What follows belongs to an exercise in optimizing a design on an open flow for small area and a short achievable clock period; a production flow would make more cautious choices.
The RTL was checked by simulation tests, not by an equivalence proof against the original design.
The clock input has no modelled driver; a real chip could not lean on it and would need a root buffer or a full tree.
Power figures rest on the tool's default switching activity, not on a simulated workload.

Design controlTop, start of the top module:
module controlTop (
  input  logic                       CLK,
  input  logic                       arstN,
  input  logic [32-1:0]    controlWord,
  input  logic [6-1:0]  aluStatus,
  input  logic [16-1:0]    freg,
  input  logic [16-1:0]    greg,
  input  logic [16-1:0]    hreg,
  output logic [16-1:0]    progRomAdd,
  output logic [16-1:0]    ramAdd,
  output logic [16-1:0]    dataRomAdd,
  output logic [16-1:0]    gpuAdd,
  output logic [3-1:0] operand1,
  output logic [3-1:0] operand2,
  output logic [3-1:0] results,
  output ctrlPkg::aluFunc_t          aluOperation,
  output logic [3:0]                 aluParams,
  output ctrlPkg::busSource_t        busState,
  output logic                       aluReadBus,
  output logic                       ramWrite,
  output logic                       gpuWrite,
  output logic [16-1:0]    dout
);
export LEC_CHECK = 0
export CAP_MARGIN = 20
export CORE_MARGIN = 2
export CORE_UTILIZATION = 65
export PLACE_DENSITY = 0.7
export SETUP_SLACK_MARGIN = 2.8
export SLEW_MARGIN = 20
export TNS_END_PERCENT = 10
create_clock -name core_clock -period 5.0 [get_ports {CLK}]
standard.sh (not shown) runs the stock make flow with config.mk's settings and CLKGATE_MAP_FILE= SYNTH_SCRIPT=/design/flow/synth_recipe.tcl, a recipe that flattens the netlist after the stock synthesis.
==> flow/flow/run.sh <==
#!/bin/bash
# The standard layout (bash standard.sh), with the clock tree built by
# flow/clock_tree.tcl instead of TritonCTS, ports buffered with buf_4 and
# no delay cells used as buffers after placement. Each tool's full output
# is in orfs/logs/; this script's own output is in run_flow.log.
set -euo pipefail
here="$(pwd)"
export PRE_CTS_TCL="$here/flow/cts_hook.tcl"
export PRE_RESIZE_TCL="$here/flow/dont_use_delay.tcl"
export PRE_GLOBAL_ROUTE_TCL="$here/flow/dont_use_delay.tcl"
export BUFFER_PORTS_ARGS="-buffer_cell sky130_fd_sc_hd__buf_4"
export MIDS_PER_ROOT=8
export LEAF_SINKS=28
bash standard.sh PRE_CTS_TCL="$PRE_CTS_TCL" PRE_RESIZE_TCL="$PRE_RESIZE_TCL" \
  PRE_GLOBAL_ROUTE_TCL="$PRE_GLOBAL_ROUTE_TCL" BUFFER_PORTS_ARGS="$BUFFER_PORTS_ARGS" \
  finish 2>&1 | tee "$here/run_flow.log"
==> flow/flow/clock_tree.tcl <==
# Three-level clock tree: the clock port drives four root buffers, each
# root drives the mid buffers of its quarter of the die, each mid buffer
# the leaf buffers of its part of that quarter, each leaf drives
# a compact cluster of about LEAF_SINKS flip-flop clock pins. Clusters are
# made by recursive bisection of the sink positions, so all leaves carry
# the same number of sinks and all buffers above them the same fanout.

proc ct_centroid {pts} {
  set sx 0.0
  set sy 0.0
  foreach p $pts {
    set sx [expr {$sx + [lindex $p 1]}]
    set sy [expr {$sy + [lindex $p 2]}]
  }
  set n [llength $pts]
  return [list [expr {int($sx / $n)}] [expr {int($sy / $n)}]]
}

# split pts (list of {iterm x y}) into n groups of equal size
proc ct_bisect {pts n} {
  if {$n <= 1} {
    return [list $pts]
  }
  set xs [lmap p $pts {lindex $p 1}]
  set ys [lmap p $pts {lindex $p 2}]
  set w [expr {[tcl::mathfunc::max {*}$xs] - [tcl::mathfunc::min {*}$xs]}]
  set h [expr {[tcl::mathfunc::max {*}$ys] - [tcl::mathfunc::min {*}$ys]}]
  set idx [expr {$w >= $h ? 1 : 2}]
  set sorted [lsort -integer -index $idx $pts]
  set n1 [expr {$n / 2}]
  set cut [expr {int(round([llength $pts] * double($n1) / $n))}]
  set a [lrange $sorted 0 [expr {$cut - 1}]]
  set b [lrange $sorted $cut end]
  return [concat [ct_bisect $a $n1] [ct_bisect $b [expr {$n - $n1}]]]
}

proc ct_make_buffer {block master name x y} {
  set inst [odb::dbInst_create $block $master $name]
  set w [$master getWidth]
  set h [$master getHeight]
  $inst setLocation [expr {$x - $w / 2}] [expr {$y - $h / 2}]
  $inst setPlacementStatus PLACED
  return $inst
}

proc ct_out_iterm {inst} {
  foreach it [$inst getITerms] {
    if {[$it isOutputSignal]} {
      return $it
    }
  }
  error "no output on [$inst getName]"
}

proc ct_in_iterm {inst} {
  foreach it [$inst getITerms] {
    if {[$it isInputSignal]} {
      return $it
    }
  }
  error "no input on [$inst getName]"
}

proc build_two_level_clock_tree {args} {
  set clk_port CLK
  set leaf_sinks 28
  set n_roots 4
  set n_mids 4
  if {[info exists ::env(MIDS_PER_ROOT)]} {
    set n_mids $::env(MIDS_PER_ROOT)
  }
  if {[info exists ::env(LEAF_SINKS)]} {
    set leaf_sinks $::env(LEAF_SINKS)
  }
  set block [ord::get_db_block]
  set db [ord::get_db]
  set master [$db findMaster sky130_fd_sc_hd__clkbuf_16]
  set clk_net [$block findNet $clk_port]

  set pts {}
  foreach it [$clk_net getITerms] {
    set inst [$it getInst]
    set bb [$inst getBBox]
    set x [expr {([$bb xMin] + [$bb xMax]) / 2}]
    set y [expr {([$bb yMin] + [$bb yMax]) / 2}]
    lappend pts [list $it $x $y]
  }
  set n_sinks [llength $pts]
  set n_leaves [expr {int(ceil(double($n_sinks) / $leaf_sinks))}]

  set n_groups [expr {$n_roots * $n_mids}]
  set n_leaves [expr {(($n_leaves + $n_groups - 1) / $n_groups) * $n_groups}]
  set per_mid [expr {$n_leaves / $n_groups}]
  puts "clock tree: $n_sinks sinks, $n_roots roots, $n_groups mid buffers, $n_leaves leaf buffers"
  set l 0
  set m 0
  set r 0
  foreach q [ct_bisect $pts $n_roots] {
    set mids {}
    set mid_pos {}
    foreach mg [ct_bisect $q $n_mids] {
      set leaves {}
      set leaf_pos {}
      foreach g [ct_bisect $mg $per_mid] {
        lassign [ct_centroid $g] x y
        set leaf [ct_make_buffer $block $master "clkbuf_leaf_${l}_$clk_port" $x $y]
        set net [odb::dbNet_create $block "clknet_leaf_${l}_$clk_port"]
        $net setSigType CLOCK
        foreach p $g {
          set it [lindex $p 0]
          $it disconnect
          $it connect $net
        }
        [ct_out_iterm $leaf] connect $net
        lappend leaves $leaf
        lappend leaf_pos [list $leaf $x $y]
        incr l
      }
      lassign [ct_centroid $leaf_pos] x y
      set mid [ct_make_buffer $block $master "clkbuf_mid_${m}_$clk_port" $x $y]
      set mnet [odb::dbNet_create $block "clknet_mid_${m}_$clk_port"]
      $mnet setSigType CLOCK
      foreach leaf $leaves {
        [ct_in_iterm $leaf] connect $mnet
      }
      [ct_out_iterm $mid] connect $mnet
      lappend mids $mid
      lappend mid_pos [list $mid $x $y]
      incr m
    }
    lassign [ct_centroid $mid_pos] x y
    set root [ct_make_buffer $block $master "clkbuf_root_${r}_$clk_port" $x $y]
    set rnet [odb::dbNet_create $block "clknet_root_${r}_$clk_port"]
    $rnet setSigType CLOCK
    foreach mid $mids {
      [ct_in_iterm $mid] connect $rnet
    }
    [ct_out_iterm $root] connect $rnet
    [ct_in_iterm $root] connect $clk_net
    incr r
  }
  set_propagated_clock [all_clocks]
}
==> flow/flow/cts_hook.tcl <==
# Sourced by ORFS's cts.tcl before it runs clock_tree_synthesis: replace
# that command with the tree builder of clock_tree.tcl. The rest of the
# CTS step (legalisation, timing repair) runs as in the standard flow.
source [file join [file dirname [info script]] dont_use_delay.tcl]
source [file join [file dirname [info script]] clock_tree.tcl]
rename clock_tree_synthesis ""
proc clock_tree_synthesis {args} {
  build_two_level_clock_tree
}
==> flow/flow/dont_use_delay.tcl <==
# Keep the resizer from using delay cells as buffers in this step (they
# are slow and only meant for hold fixing, which this design does not need).
set_dont_use [get_lib_cells {sky130_fd_sc_hd__clkdlybuf4s* sky130_fd_sc_hd__dlygate4sd* sky130_fd_sc_hd__dlymetal6s*}]
Edit:
--- a/flow/flow/run.sh
+++ b/flow/flow/run.sh
@@ -12,2 +12,2 @@
-export MIDS_PER_ROOT=8
-export LEAF_SINKS=28
+export MIDS_PER_ROOT=6
+export LEAF_SINKS=30
Area after synthesis stays the same.
Routed wire length goes down slightly.
Fmax goes up slightly.
Register-to-register slack loses 0.02 ns.
Clock power goes down by a few percent.
Design area goes down slightly.
Final cell count goes down slightly.
Sequential share of layout area goes up by 0.53 points.
Sequential power is about the same.
Edit:
--- a/flow/flow/run.sh
+++ b/flow/flow/run.sh
@@ -12,2 +12,2 @@
-export MIDS_PER_ROOT=6
-export LEAF_SINKS=30
+export MIDS_PER_ROOT=8
+export LEAF_SINKS=28
- SETUP_SLACK_MARGIN: 2.8 -> 2.7
- TNS_END_PERCENT: 10 -> unset
What happened: Register-to-register slack got worse by 0.04 ns; combinational power hardly moves; global-route usage went down by 0.33 points; core utilization went up by 0.50 points; die area does not change; via count is about the same; setup slack got worse by 0.026 ns; sequential power barely changes; routed wire length went down by 1.9%; design area went up by 0.71%.
Edit:
- SETUP_SLACK_MARGIN: 2.7 -> 2.6
=>
- final area is lower by 0.52%
- combinational power is lower by about 3%
- routed wire length is higher by 1.7%
- clock skew is lower by 0.016 ns
- utilization is lower by 0.37 points
- total power is lower by 0.31%
- fmax is lower by about 3.4%
- hold slack improved by 0.024 ns
Edit:
==> flow/flow/run.sh (replaced) <==
#!/bin/bash
# The standard layout (bash standard.sh), with the clock tree built by
# flow/clock_tree.tcl instead of TritonCTS. Each tool's full output is in
# orfs/logs/; this script's own output is in run_flow.log.
set -euo pipefail
here="$(pwd)"
export PRE_CTS_TCL="$here/flow/cts_hook.tcl"
export MIDS_PER_ROOT=8
export LEAF_SINKS=28
bash standard.sh PRE_CTS_TCL="$PRE_CTS_TCL" finish 2>&1 | tee "$here/run_flow.log"
--- a/flow/flow/cts_hook.tcl
+++ b/flow/flow/cts_hook.tcl
@@ -4 +3,0 @@
-source [file join [file dirname [info script]] dont_use_delay.tcl]
removed: flow/flow/dont_use_delay.tcl
=>
- The new run ran to the end with no violations
- final area rises by 0.72%
- maximum frequency decreases by 1.3%
- wire length grows by 1.1%
- via count stays flat
- die area does not change
- critical path depth climbs by 6
- hold slack gets worse by 0.0047 ns
- sequential cell count stays the same
- synthesized area does not change
- final cell count went up by 0.30%
- combinational power barely changes
No run of this note takes its clock network from TritonCTS; it comes from the design's own scripts or RTL.

## afterwards: timing with drivers on the ports
The flow's constraints put no driver on any port. The routed layouts listed below were extracted and timed again, unchanged, in two steps.
Step 1 (the two cells are an assumption about what drives the block):
set clk [get_ports {CLK}]
set_driving_cell -lib_cell sky130_fd_sc_hd__clkbuf_16 $clk
set_driving_cell -lib_cell sky130_fd_sc_hd__buf_2 [delete_from_list [all_inputs] $clk]
Step 2 adds t to the input delays and takes it off the output delays; t is the mean of the earliest and latest rising clock arrival at the registers after step 1. Input paths then give back, and output paths get back, about the clock's delay inside the block.
a / b / c = ideal ports / drivers / drivers and shift; a / b = the first two.
run | t, ns | setup WS [ns] | worst register clock-pin slew, ns
the first run | 0.749 | 2.704 / 2.537 / 1.923 | 0.11 / 0.11
the second run | 0.748 | 2.712 / 2.539 / 1.892 | 0.12 / 0.12
the third run | 0.762 | 2.686 / 2.549 / 1.957 | 0.11 / 0.11
the fourth run | 0.756 | 2.605 / 2.437 / 1.812 | 0.11 / 0.11
the fifth run | 0.754 | 2.574 / 2.470 / 1.958 | 0.11 / 0.11
After both steps every run listed still meets setup and hold. The setup slack of the second run, which loses most, moves by -0.173 ns with the drivers and by -0.820 ns with both steps.
